Background: an optimization exercise with open tools, aiming at small area, a short achievable clock period and few clock cycles per item. Do not read the settings as production practice.
Only simulation tests tie the RTL to the original design; equivalence was not proved.
No driver is modelled on the clock port, so clocking that relies on it looks cheaper here than on a real chip.
Power and IR drop assume default switching activity.

==> flow/design.v (excerpt) <==
module axil_write_slave_strb
#(
    parameter int unsigned          DATA_W   = 32,
    parameter int unsigned          ADDR_W   = 32,
    parameter int unsigned          NUM_REGS = 64,
    localparam int unsigned         IDX_W    = $clog2(NUM_REGS),
    localparam int unsigned         STRB_W   = DATA_W / 8
) (
    input  logic                aclk,
    input  logic                aresetn,
    input  logic                awvalid,
    input  logic [ADDR_W-1:0]   awaddr,
    output logic                awready,
    input  logic                wvalid,
    input  logic [DATA_W-1:0]   wdata,
    input  logic [STRB_W-1:0]   wstrb,
    output logic                wready,
    output logic                bvalid,
    output logic [1:0]          bresp,
    input  logic                bready,
    input  logic [IDX_W-1:0]    rd_idx,
    output logic [DATA_W-1:0]   rd_data,
    output logic                wr_pulse,
    output logic [IDX_W-1:0]    wr_idx
);
Size in the first run: roughly 2100 flip-flops, ~120 I/O pins, ~80000 um2 of cells after synthesis.
Settings: LEC_CHECK=0, CAP_MARGIN=20, CORE_MARGIN=2, CORE_UTILIZATION=65, CTS_BUF_LIST=sky130_fd_sc_hd__clkbuf_8, CTS_CLUSTER_SIZE=20, SETUP_SLACK_MARGIN=3.5, SLEW_MARGIN=20; clock period 8.0 ns.
run.sh (not shown) runs the stock make flow with config.mk's settings and CLKGATE_MAP_FILE= SYNTH_SCRIPT=/design/flow/synth_recipe.tcl, a recipe that flattens the netlist after the stock synthesis.
The starting point finished clean.
Testbench counts at the start, summed over its fixed seeds: cycles 3,208, items 3,200.
Change:
- CORE_UTILIZATION: 65 -> 45
- SETUP_SLACK_MARGIN: 3.5 -> 3.0
After rerunning: Setup slack improves by 22 ps; total power is higher by about 1.4%; final area barely changes.

========
Setup of main:
axil_write_slave_strb, a different RTL version from the one above (not shown whole).
Size: ~5900 cells after synthesis, ~2100 flip-flops.
make LEC_CHECK=0 CAP_MARGIN=20 CORE_MARGIN=2 CORE_UTILIZATION=45 SLEW_MARGIN=20 finish   # period 8.0 ns
main finished every stage and its layout cleared the timing, design-rule and antenna checks.
Testbench counts of main, summed over its fixed seeds: cycles 3,208, items 3,200.
Input-level comparison between the feature branch and main:
- SETUP_SLACK_MARGIN: unset -> 3.0
--- outcome ---
- Going from main to the feature branch, maximum resistive drop on vdd grew by a few percent.
- The relative slew slack of the feature branch was inferior to that of main.
- What the feature branch reported for design area has to be multiplied by 0.939 to get the figure for main.
- main → the feature branch: non-clock buffer count increased by about 55% relative to the old numbers; share of the final layout cell area in sequential cells decreased by 4.0 points relative to the old numbers; biggest fanout along the worst timing path increased by about 34% relative to the old numbers.
- Going from main to the feature branch, post-layout net count now larger; number of antenna violations at the first check in global routing rose 14; cts-stage hold buffer count stayed essentially flat.

========
axil_write_slave_strb, a different RTL version from the one above (not shown whole).
For scale: roughly 4400 cells after synthesis, about 2100 flip-flops, about 120 I/O pins, roughly 78000 um2 of cells after synthesis.
Settings: LEC_CHECK=0, CAP_MARGIN=20, CORE_MARGIN=2, CORE_UTILIZATION=55, CTS_BUF_LIST=sky130_fd_sc_hd__clkbuf_8, CTS_CLUSTER_DIAMETER=60, CTS_CLUSTER_SIZE=16, SETUP_SLACK_MARGIN=2.5, SLEW_MARGIN=20, SYNTH_HIERARCHICAL=1, SYNTH_MINIMUM_KEEP_SIZE=0; clock period 8.0 ns.
standard.sh (not shown) runs the stock make flow with config.mk's settings and CLKGATE_MAP_FILE= SYNTH_SCRIPT=/design/flow/synth_recipe.tcl, a recipe that flattens the netlist after the stock synthesis.
==> flow/flow/run.sh <==
#!/bin/bash
# The standard layout with two changes: the port buffers are buf_1 (the flow sizes up the ones on critical paths) instead of the flow's
# default choice (a delay buffer), and after clock tree synthesis a second round of setup
# repair runs (flow/post_cts.tcl, through ORFS's POST_CTS_TCL hook). Everything else is
# the standard flow with config.mk's settings. make's output goes to make_finish.log; each
# ORFS step keeps its own log under orfs/logs/.
set -euo pipefail
bash standard.sh \
    "BUFFER_PORTS_ARGS=-buffer_cell sky130_fd_sc_hd__buf_1" \
    "POST_CTS_TCL=$PWD/flow/post_cts.tcl" \
    finish > make_finish.log 2>&1
==> flow/flow/post_cts.tcl <==
# Extra setup repair after CTS: a second round of repair_timing, which finds moves
# the first round (run by cts.tcl) stops short of.
log_cmd estimate_parasitics -placement
log_cmd repair_timing -setup -setup_margin 3.2 -repair_tns 100 -verbose
log_cmd repair_timing -setup -setup_margin 3.2 -repair_tns 100 -sequence "sizeup,swap,buffer,clone,split" -verbose
set result [catch { detailed_placement } msg]
if { $result != 0 } {
  error "Detailed placement failed after the extra repair: $msg"
}
check_placement -verbose
log_cmd estimate_parasitics -placement
report_worst_slack -max
The baseline ran to the end with no violations.
Testbench counts at the start, summed over its fixed seeds: cycles 3,208, items 3,200.
Change:
Settings changed: CORE_UTILIZATION 55 to 60, SETUP_SLACK_MARGIN 2.5 to 2.0.
- worst setup slack gains 0.015 ns
- total power increases slightly
- via count is about the same
Change:
==> flow/flow/post_cts.tcl (replaced) <==
# Runs after clock tree synthesis (ORFS's POST_CTS_TCL hook, before 4_1_cts.odb is written).
# 1. A second round of setup repair, which finds moves the first round (run by cts.tcl)
#    stops short of.
# 2. Area recovery: combinational cells (not buffers or inverters) are down-sized where
#    every path through them keeps a slack of at least the design's worst slack plus
#    0.05 ns, the worst slack does not drop, and the cell's output slew stays small.
log_cmd estimate_parasitics -placement
log_cmd repair_timing -setup -setup_margin 3.2 -repair_tns 100 -verbose
log_cmd repair_timing -setup -setup_margin 3.2 -repair_tns 100 -sequence "sizeup,swap,buffer,clone,split" -verbose
log_cmd estimate_parasitics -placement
report_worst_slack -max
report_design_area

proc ds_family {master} {
  if {![regexp {^(.*)_([0-9]+)$} $master -> base sz]} { return {} }
  set out {}
  foreach lc [get_lib_cells -quiet */${base}_*] {
    set n [get_name $lc]
    if {[regexp "^${base}_(\[0-9\]+)\$" $n -> s]} { lappend out [list $s $lc] }
  }
  return [lsort -integer -index 0 $out]
}
proc ds_cell_slack {c} {
  set worst 1.0
  foreach p [get_pins -of_objects $c] {
    set s [get_property $p slack_max]
    if {$s != "INF" && $s ne "" && $s < $worst} { set worst $s }
  }
  return $worst
}
proc ds_out_slew {c} {
  set w 0.0
  foreach p [get_pins -of_objects $c] {
    if {[get_property $p direction] != "output"} { continue }
    set s [get_property $p slew_max]
    if {$s > $w} { set w $s }
  }
  return $w
}
proc downsize {guard} {
  set wns0 [sta::worst_slack_cmd max]
  set n 0
  foreach c [get_cells *] {
    if {[catch {set lc [lindex [get_lib_cells -of_objects $c] 0]; set m [get_name $lc]}]} { continue }
    if {[regexp {df|dl|buf|inv|tap|fill|decap|diode|conb} $m]} { continue }
    if {![regexp {_([0-9]+)$} $m -> cur]} { continue }
    if {$cur <= 1} { continue }
    if {[ds_cell_slack $c] < $wns0 + $guard} { continue }
    set sl0 [ds_out_slew $c]
    foreach alt [ds_family $m] {
      lassign $alt s alc
      if {$s >= $cur} { break }
      replace_cell $c $alc
      estimate_parasitics -placement
      if {[sta::worst_slack_cmd max] >= $wns0 && [ds_cell_slack $c] >= $wns0 + $guard && [ds_out_slew $c] <= max(0.4, $sl0)} {
        incr n
        break
      }
      replace_cell $c $lc
    }
  }
  estimate_parasitics -placement
  puts "downsize: $n cells down-sized"
}
downsize 0.05
report_worst_slack -max
report_design_area

set result [catch { detailed_placement } msg]
if { $result != 0 } {
  error "Detailed placement failed after the extra repair: $msg"
}
check_placement -verbose
log_cmd estimate_parasitics -placement
report_worst_slack -max
Wire length barely changes; worst hold slack is about the same; worst setup slack loses 0.026 ns; via count is about the same; maximum frequency fell by about 0.5%; combinational power stays flat; register-to-register slack is better by 0.05 ns; clock skew is about the same; sequential cell count does not change; final cell count is about the same; count of clock-buffer cells in the layout does not change.

==> afterwards: timing with drivers on the ports <==
The results above use ideal ports. As a check the final layouts listed here were re-extracted and re-timed, cells and wires unchanged. Step 1 sets driving cells, clkbuf_16 on the clock port and buf_2 on the other inputs (assumed; they add their load-dependent delay and slew). Step 2 also shifts input and output timing later by t, the mid clock arrival at the registers, as if the neighbouring blocks saw the same clock. a / b / c = no drivers / after step 1 / after step 2; a / b = the first two.
run	t, ns	setup WS [ns]	hold WS [ns]
the first run of note 1	1.127	1.950 / 1.774 / 1.774	0.585 / 0.585 / 0.585
the second run of note 1	1.158	1.972 / 1.863 / 1.863	0.298 / 0.236 / 0.567
main	0.967	0.726 / 0.664 / 0.664	0.514 / 0.470 / 0.514
the feature branch	0.979	2.507 / 2.224 / 2.147	0.515 / 0.455 / 0.515
the first run of note 3	0.961	2.642 / 2.532 / 2.532	0.520 / 0.520 / 0.520
the second run of note 3	0.984	2.657 / 2.521 / 2.521	0.518 / 0.475 / 0.518
the third run of note 3	0.982	2.631 / 2.485 / 2.485	0.518 / 0.477 / 0.518
After both steps setup and hold are still met in every run listed. The setup slack of the feature branch, which loses most, moves by -0.283 ns with the drivers and by -0.360 ns with both steps.
